This design comes from an exercise in tuning for small area, a short achievable clock period and few clock cycles per item on the open sky130 flow, not from production work. In this exercise RTL edits were held to simulation tests only and were not proved equivalent to the original.

==> flow/design.v <==
package mult_pkg;
  localparam int OPERAND_W = 32;
  localparam int PRODUCT_W = 2 * OPERAND_W;
  localparam int BASE_W = 4;
  localparam int TAG_W = 8;
  typedef logic [OPERAND_W-1:0] operand_t;
  typedef logic [PRODUCT_W-1:0] product_t;
  typedef logic [TAG_W-1:0]     tag_t;
  typedef struct packed {
    operand_t a;
    operand_t b;
    tag_t     tag;
  } mul_req_t;
  typedef struct packed {
    product_t product;
    tag_t     tag;
  } mul_rsp_t;
endpackage
`timescale 1ns/1ps
module cla_adder
#(
  parameter int W = mult_pkg::OPERAND_W
) (
  input  logic [W-1:0] a,
  input  logic [W-1:0] b,
  input  logic         cin,
  output logic [W-1:0] sum,
  output logic         cout
);
  logic [W-1:0] p;
  logic [W-1:0] g;
  logic [W-1:0] grp_g;
  logic [W-1:0] grp_p;
  logic [W:0]   c;
  assign p = a ^ b;
  assign g = a & b;
  assign grp_g[0] = g[0];
  assign grp_p[0] = p[0];
  for (genvar i = 1; i < W; i++) begin : g_prefix
    assign grp_g[i] = g[i] | (p[i] & grp_g[i-1]);
    assign grp_p[i] = p[i] & grp_p[i-1];
  end
  assign c[0] = cin;
  for (genvar i = 0; i < W; i++) begin : g_carry
    assign c[i+1] = grp_g[i] | (grp_p[i] & cin);
  end
  assign sum  = p ^ c[W-1:0];
  assign cout = c[W];
endmodule
`timescale 1ns/1ps
module mul_base4
(
  input  logic [mult_pkg::BASE_W-1:0]   a,
  input  logic [mult_pkg::BASE_W-1:0]   b,
  output logic [2*mult_pkg::BASE_W-1:0] product
);
  logic [mult_pkg::BASE_W-1:0][mult_pkg::BASE_W-1:0] pp;
  logic [11:0] fs;
  logic [11:0] fc;
  function automatic logic [1:0] full_add(input logic x, input logic y, input logic z);
    full_add = {(x & y) | (z & (x ^ y)), x ^ y ^ z};
  endfunction
  for (genvar i = 0; i < mult_pkg::BASE_W; i++) begin : g_row
    for (genvar j = 0; j < mult_pkg::BASE_W; j++) begin : g_col
      assign pp[i][j] = a[i] & b[j];
    end
  end
  assign {fc[0], fs[0]}   = full_add(pp[1][0], pp[0][1], 1'b0);
  assign {fc[1], fs[1]}   = full_add(pp[2][0], pp[1][1], fc[0]);
  assign {fc[2], fs[2]}   = full_add(fs[1], pp[0][2], 1'b0);
  assign {fc[3], fs[3]}   = full_add(fc[1], fc[2], 1'b0);
  assign {fc[4], fs[4]}   = full_add(fs[3], pp[3][0], pp[2][1]);
  assign {fc[5], fs[5]}   = full_add(fs[4], pp[1][2], pp[0][3]);
  assign {fc[6], fs[6]}   = full_add(fc[3], fc[4], fc[5]);
  assign {fc[7], fs[7]}   = full_add(pp[3][1], pp[2][2], pp[1][3]);
  assign {fc[8], fs[8]}   = full_add(fs[6], fs[7], 1'b0);
  assign {fc[9], fs[9]}   = full_add(fc[8], fc[7], fc[6]);
  assign {fc[10], fs[10]} = full_add(fs[9], pp[3][2], pp[2][3]);
  assign {fc[11], fs[11]} = full_add(fc[9], fc[10], pp[3][3]);
  assign product = {fc[11], fs[11], fs[10], fs[8], fs[5], fs[2], fs[0], pp[0][0]};
endmodule
`timescale 1ns/1ps
module mul_split
#(
  parameter int W = mult_pkg::OPERAND_W
) (
  input  logic [W-1:0]   a,
  input  logic [W-1:0]   b,
  output logic [2*W-1:0] product
);
  logic [W-1:0]   q_ll;
  logic [W-1:0]   q_lh;
  logic [W-1:0]   q_hl;
  logic [W-1:0]   q_hh;
  logic [W-1:0]   cross_sum;
  logic           cross_c;
  logic           mid_c;
  logic [1:0]     fold;
  logic [W/2-1:0] fold_ext;
  if (W / 2 == mult_pkg::BASE_W) begin : g_leaf
    mul_base4 u_ll (
      .a       (a[W/2-1:0]),
      .b       (b[W/2-1:0]),
      .product (q_ll)
    );
    mul_base4 u_lh (
      .a       (a[W/2-1:0]),
      .b       (b[W-1:W/2]),
      .product (q_lh)
    );
    mul_base4 u_hl (
      .a       (a[W-1:W/2]),
      .b       (b[W/2-1:0]),
      .product (q_hl)
    );
    mul_base4 u_hh (
      .a       (a[W-1:W/2]),
      .b       (b[W-1:W/2]),
      .product (q_hh)
    );
  end else begin : g_node
    mul_split #(.W(W / 2)) u_ll (
      .a       (a[W/2-1:0]),
      .b       (b[W/2-1:0]),
      .product (q_ll)
    );
    mul_split #(.W(W / 2)) u_lh (
      .a       (a[W/2-1:0]),
      .b       (b[W-1:W/2]),
      .product (q_lh)
    );
    mul_split #(.W(W / 2)) u_hl (
      .a       (a[W-1:W/2]),
      .b       (b[W/2-1:0]),
      .product (q_hl)
    );
    mul_split #(.W(W / 2)) u_hh (
      .a       (a[W-1:W/2]),
      .b       (b[W-1:W/2]),
      .product (q_hh)
    );
  end
  assign product[W/2-1:0] = q_ll[W/2-1:0];
  cla_adder #(.W(W)) u_add_cross (
    .a    (q_hl),
    .b    (q_lh),
    .cin  (1'b0),
    .sum  (cross_sum),
    .cout (cross_c)
  );
  cla_adder #(.W(W)) u_add_mid (
    .a    (cross_sum),
    .b    ({q_hh[W/2-1:0], q_ll[W-1:W/2]}),
    .cin  (1'b0),
    .sum  (product[W+W/2-1:W/2]),
    .cout (mid_c)
  );
  cla_adder #(.W(2)) u_add_fold (
    .a    ({1'b0, cross_c}),
    .b    ({1'b0, mid_c}),
    .cin  (1'b0),
    .sum  (fold),
    .cout ()
  );
  assign fold_ext = {{(W/2-2){1'b0}}, fold};
  cla_adder #(.W(W / 2)) u_add_high (
    .a    (q_hh[W-1:W/2]),
    .b    (fold_ext),
    .cin  (1'b0),
    .sum  (product[2*W-1:W+W/2]),
    .cout ()
  );
endmodule
`timescale 1ns/1ps
module mul_pipeline
(
  input  logic     clk,
  input  logic     rst_n,
  input  logic     in_valid,
  output logic     in_ready,
  input  mult_pkg::mul_req_t in_req,
  output logic     out_valid,
  input  logic     out_ready,
  output mult_pkg::mul_rsp_t out_rsp,
  output mult_pkg::mul_req_t s1_req,
  input  mult_pkg::product_t s1_product
);
  logic     s1_valid;
  logic     s2_valid;
  mult_pkg::mul_rsp_t s2_rsp;
  logic     advance;
  assign advance  = !s2_valid || out_ready;
  assign in_ready = advance;
  always_ff @(posedge clk or negedge rst_n) begin
    if (!rst_n) begin
      s1_valid <= 1'b0;
      s2_valid <= 1'b0;
    end else if (advance) begin
      s1_valid <= in_valid;
      s2_valid <= s1_valid;
    end
  end
  always_ff @(posedge clk) begin
    if (advance) begin
      s1_req         <= in_req;
      s2_rsp.product <= s1_product;
      s2_rsp.tag     <= s1_req.tag;
    end
  end
  assign out_valid = s2_valid;
  assign out_rsp   = s2_rsp;
endmodule
`timescale 1ns/1ps
module mul_unit
(
  input  logic     clk,
  input  logic     rst_n,
  input  logic     in_valid,
  output logic     in_ready,
  input  mult_pkg::mul_req_t in_req,
  output logic     out_valid,
  input  logic     out_ready,
  output mult_pkg::mul_rsp_t out_rsp
);
  mult_pkg::mul_req_t s1_req;
  mult_pkg::product_t s1_product;
  mul_pipeline u_mul_pipeline (
    .clk        (clk),
    .rst_n      (rst_n),
    .in_valid   (in_valid),
    .in_ready   (in_ready),
    .in_req     (in_req),
    .out_valid  (out_valid),
    .out_ready  (out_ready),
    .out_rsp    (out_rsp),
    .s1_req     (s1_req),
    .s1_product (s1_product)
  );
  mul_split #(.W(mult_pkg::OPERAND_W)) u_mul_split (
    .a       (s1_req.a),
    .b       (s1_req.b),
    .product (s1_product)
  );
endmodule
`timescale 1ns/1ps
module mul_unit_top
(
  input  logic        clk,
  input  logic        rst_n,
  input  logic        in_valid,
  output logic        in_ready,
  input  logic [31:0] in_a,
  input  logic [31:0] in_b,
  input  logic [7:0]  in_tag,
  output logic        out_valid,
  input  logic        out_ready,
  output logic [63:0] out_product,
  output logic [7:0]  out_tag
);
  mult_pkg::mul_req_t in_req;
  mult_pkg::mul_rsp_t out_rsp;
  assign in_req.a   = in_a;
  assign in_req.b   = in_b;
  assign in_req.tag = in_tag;
  mul_unit u_mul_unit (
    .clk       (clk),
    .rst_n     (rst_n),
    .in_valid  (in_valid),
    .in_ready  (in_ready),
    .in_req    (in_req),
    .out_valid (out_valid),
    .out_ready (out_ready),
    .out_rsp   (out_rsp)
  );
  assign out_product = out_rsp.product;
  assign out_tag     = out_rsp.tag;
endmodule
==> flow/run.sh <==
#!/bin/bash
# synth_recipe.tcl (not shown) runs the flow's synth.tcl, then flattens the netlist and writes it again
# the make line also repeats each setting of config.mk as NAME=value (left out here)
make -C /OpenROAD-flow-scripts/flow DESIGN_CONFIG=/design/flow/config.mk WORK_HOME=/design/flow/orfs CLKGATE_MAP_FILE= SYNTH_SCRIPT=/design/flow/synth_recipe.tcl finish
==> flow/config.mk <==
export PLATFORM = sky130hd
export DESIGN_NAME = mul_unit_top
export DESIGN_NICKNAME = mul_unit_top
export VERILOG_FILES = /design/flow/design.v
export SDC_FILE = /design/flow/constraint.sdc
export NUM_CORES = 4
export LEC_CHECK = 0
export CAP_MARGIN = 20
export CORE_MARGIN = 2
export CORE_UTILIZATION = 40
export SLEW_MARGIN = 20
==> flow/constraint.sdc <==
create_clock -name core_clock -period 26.0 [get_ports {clk}]
set_input_delay 5.2000 -clock core_clock [delete_from_list [all_inputs] [get_ports {clk}]]
set_output_delay 5.2000 -clock core_clock [all_outputs]
set_load 0.01 [all_outputs]
==> run summary <==
[timing repair]
action,in CTS,in global routing
buffers inserted,0,1
gates resized for setup,0,13
hold buffers,0,0
setup endpoints to repair,0,3
[cells in the mapped netlist]
| library cell | count | area (um^2) |
|---|---|---|
| inv_1 | 999 | 3750 |
| fa_1 | 939 | 18800 |
| and2_1 | 611 | 3820 |
| nand2_1 | 413 | 1550 |
| ha_1 | 389 | 4870 |
| edfxtp_1 | 144 | 4320 |
| buf_2 | 119 | 596 |
| clkbuf_2 | 52 | 260 |
| buf_4 | 21 | 158 |
| xnor2_1 | 14 | 123 |
| xor2_1 | 7 | 61.3 |
| dfrtp_1 | 2 | 50.1 |
| mux2_4 | 1 | 15.0 |
| nand2b_1 | 1 | 6.26 |
| nand2b_4 | 1 | 13.8 |
[state kept, by name (all words and copies together), names as in the netlist]
| register | cells |
|---|---|
| u_mul_unit.u_mul_pipeline.s1_req | 72 |
| u_mul_unit.u_mul_pipeline.s2_rsp | 72 |
| u_mul_unit.u_mul_pipeline.s1_valid | 1 |
| u_mul_unit.u_mul_pipeline.s2_valid | 1 |
[through the flow]
stage	std cells	cell area [um^2]	hold WS [ns]	worst slack [ns]
floorplan	3713	38400	0.400	1.26
global placement	5003	41000	0.403	0.445
detailed placement	5003	41000	0.406	0.0617
CTS	5035	41600	0.423	0.182
global route	5036	41600	0.430	0.0287
finish	5039	41600	0.421	0.934
[worst max-delay path by stage]
| stage | slack, ns | end | startpoint | cells past startpoint |
|---|---|---|---|---|
| after floorplan | 1.26 | u_mul_unit.u_mul_pipeline.s2_rsp[71] | u_mul_unit.u_mul_pipeline.s1_req[8] | 89 |
| after global placement | 0.44 | u_mul_unit.u_mul_pipeline.s2_rsp[71] | u_mul_unit.u_mul_pipeline.s1_req[41] | 88 |
| after detailed placement | 0.06 | u_mul_unit.u_mul_pipeline.s2_rsp[71] | u_mul_unit.u_mul_pipeline.s1_req[41] | 88 |
| after CTS | 0.18 | u_mul_unit.u_mul_pipeline.s2_rsp[71] | u_mul_unit.u_mul_pipeline.s1_req[41] | 88 |
| after global routing | 0.03 | u_mul_unit.u_mul_pipeline.s2_rsp[71] | u_mul_unit.u_mul_pipeline.s1_req[41] | 88 |
| final | 0.93 | u_mul_unit.u_mul_pipeline.s2_rsp[71] | u_mul_unit.u_mul_pipeline.s1_req[41] | 88 |
[worst max-delay path: cells and delay by family, from the launching register on]
| kind | cells | cell delay, ns |
|---|---|---|
| xor gates and xnor gates | 2 | 0.29 |
| DFF | 1 | 0.38 |
| buffers and inverters | 14 | 0.84 |
| and+or+nand+nor | 1 | 0.14 |
| adders and majority gates | 71 | 23.21 |
[routing by layer]
layer / vias up / track usage
met3: 80 / 0.0317
met1: 12400 / 0.264
met5: - / 0
li1: 10600 / -
met2: 405 / 0.332
met4: 0 / 0.0646
[cell families after synthesis]
family | Yosys count
xor gates and xnor gates | 21
buffers and inverters | 1191
DFF | 146
adders and majority gates | 1328
muxes | 1
and+or+nand+nor | 1026
[cell type report]
cell class | instances | area (um^2) | area share
Timing Repair Buffer | 218 | 2020 | 0.0485
Sequential cell | 146 | 4370 | 0.105
Clock buffer | 17 | 425 | 0.0102
Antenna cell | 3 | 7.51 | 0.000180
Multi-Input combinational cell | 2376 | 29300 | 0.703
Tap cell | 1265 | 1580 | 0.0380
Inverter | 999 | 3750 | 0.0900
Clock inverter | 15 | 196 | 0.00472
==> impl_metrics.py <==
metrics = {
    "yosys": {
        "synth_nets": 5117,
        "synth_compound_area_frac": 0,
        "post_synth_mux_area_share": 0.000391,
        "synthAdderAreaFrac": 0.616,
        "mappedNetlistArea_mm2": 0.0384,
        "synth-xor-area-share": 0.00479,
        "synthCells": 3713,
        "yosys_warnings": 2,
        "syn_area_per_cell_um2": 10.3,
        "synth_cell_types": 15,
        "yosys.area_share.simple": 0.140,
        "synth_top_family_by_area": "adder cells",
        "ys_seq_area_frac": 0.114,
        "synth.ff_latch_count": 146,
    },
    "worst_setup_path": {
        "cp.required_ns": 26.27,
        "end_kind": "register",
        "worst_path_most_repeated_cell": "fa_1",
        "crit_type": "register to register",
        "rrSetupSlack_ns": 0.93,
        "arrival_ns": 25.33,
        "cp_max_fo": 3,
        "crit_slowest_cell": "fa_1",
        "reg2reg_to": "u_mul_unit.u_mul_pipeline.s2_rsp[71]",
        "r2r-start": "u_mul_unit.u_mul_pipeline.s1_req[41]",
        "ff2ff_path_depth": 88,
        "cp-start-kind": "register",
        "critical_path.max_stage_delay_ns": 0.54,
    },
    "sta": {
        "fin_crit_sh": 0.964,
        "finalCriticalPeriod_ns": 25.07,
        "finalSetupViolations": 0,
        "drv_slew": 0,
        "clock.fmax_mhz": 39.9,
        "relSlewSlack": 0.442,
        "hold_viol_final": 0,
        "tightest_slew_ns": 0.836,
        "fin_setup_tns_ns": 0,
        "rsz0062_at_grt": "false",
        "skew_ns": 0.0228,
    },
    "min_path": {
        "min_to": "u_mul_unit.u_mul_pipeline.s2_rsp[2]",
        "min_path_cells": 0,
        "hold_start": "u_mul_unit.u_mul_pipeline.s1_req[2]",
        "hold_class": "register to register",
    },
    "floorplan": {
        "die_h_um": 314,
        "rows": 113,
        "core_area_mm2": 0.0950,
        "ios": 150,
        "die_x_um": 314,
        "start_util": 0.404,
        "die-area_mm2": 0.0985,
    },
    "route": {
        "highest_layer": "met4",
        "num_vias": 23500,
        "ant_nets": 0,
        "route.met3.wl_mm": 3.76,
        "drc_errors": 0,
        "first_iter_violations": 1100,
        "routedWlPerCell_um": 17.7,
        "viasPerCell": 4.66,
        "finalWirelength_mm": 89.3,
        "route.met2.wl_mm": 43.6,
        "wl_met1_mm": 39.2,
        "firstDrtPassIters": 5,
    },
    "global_route": {
        "grt_max_degree": 83,
        "grt_overflow": 0,
        "grt_first_pass_wirelength_mm": 148,
        "grt_usage": 0.199,
        "grt_pass1_vias": 26200,
        "antenna_found_initial": 3,
    },
    "layout": {
        "final_cell_mix": "inv_1, fa_1, and2_1",
        "drive_gt1_frac": 0.0308,
        "utilization": 0.438,
        "syn_to_final_growth_pct": 8.47,
        "n_fill_cell": 9214,
        "layout_commonest_cell": "inv_1",
        "final_nets": 5162,
    },
    "place": {
        "place_congestion": 0.817,
        "io_buffers": 149,
        "dp_hpwl_mm": 70.7,
    },
    "clock_tree": {
        "cts_root_buf": "clkbuf_16",
        "numCtsBuffers": 17,
        "cts.clk_slew.worst_paths_ns": 0.07,
        "clockBufferDepth": 2,
        "cts.sinks": 146,
        "clk_latency_ns": 0.52,
        "htreeDepth": 4,
        "cts_tree": "built",
    },
    "run": {
        "cap_violations": 0,
    },
    "status": {
        "run_status": "complete, no violations",
    },
}
Testbench counts, summed over its fixed seeds: cycles 16,016, items 16,000.

[static timing again, ports no longer ideal]
The flow's constraints put no driver on any port. The routed layout listed below was extracted and timed again, unchanged, in two steps.
Step 1 sets driving cells, clkbuf_16 on the clock port and buf_2 on the other inputs (assumed; they add their load-dependent delay and slew).
Step 2 adds t to the input delays and takes it off the output delays; t is the mean of the earliest and latest rising clock arrival at the registers after step 1. Input paths then give back, and output paths get back, about the clock's delay inside the block.
Three values: ideal, step 1, step 2; two values: the first two.
shift t [ns]: 0.579
slack for setup (ns): 0.934 / 0.934 / 0.934
hold slack, ns: 0.421 / 0.421 / 0.421
latest minus earliest clock arrival (ns): 0.023 / 0.023
worst slew at a driven data input, ns: 0.09
After both steps this run still meets setup and hold. For this run, drivers alone change the setup slack by 0.000 ns; drivers and shift together by 0.000 ns.
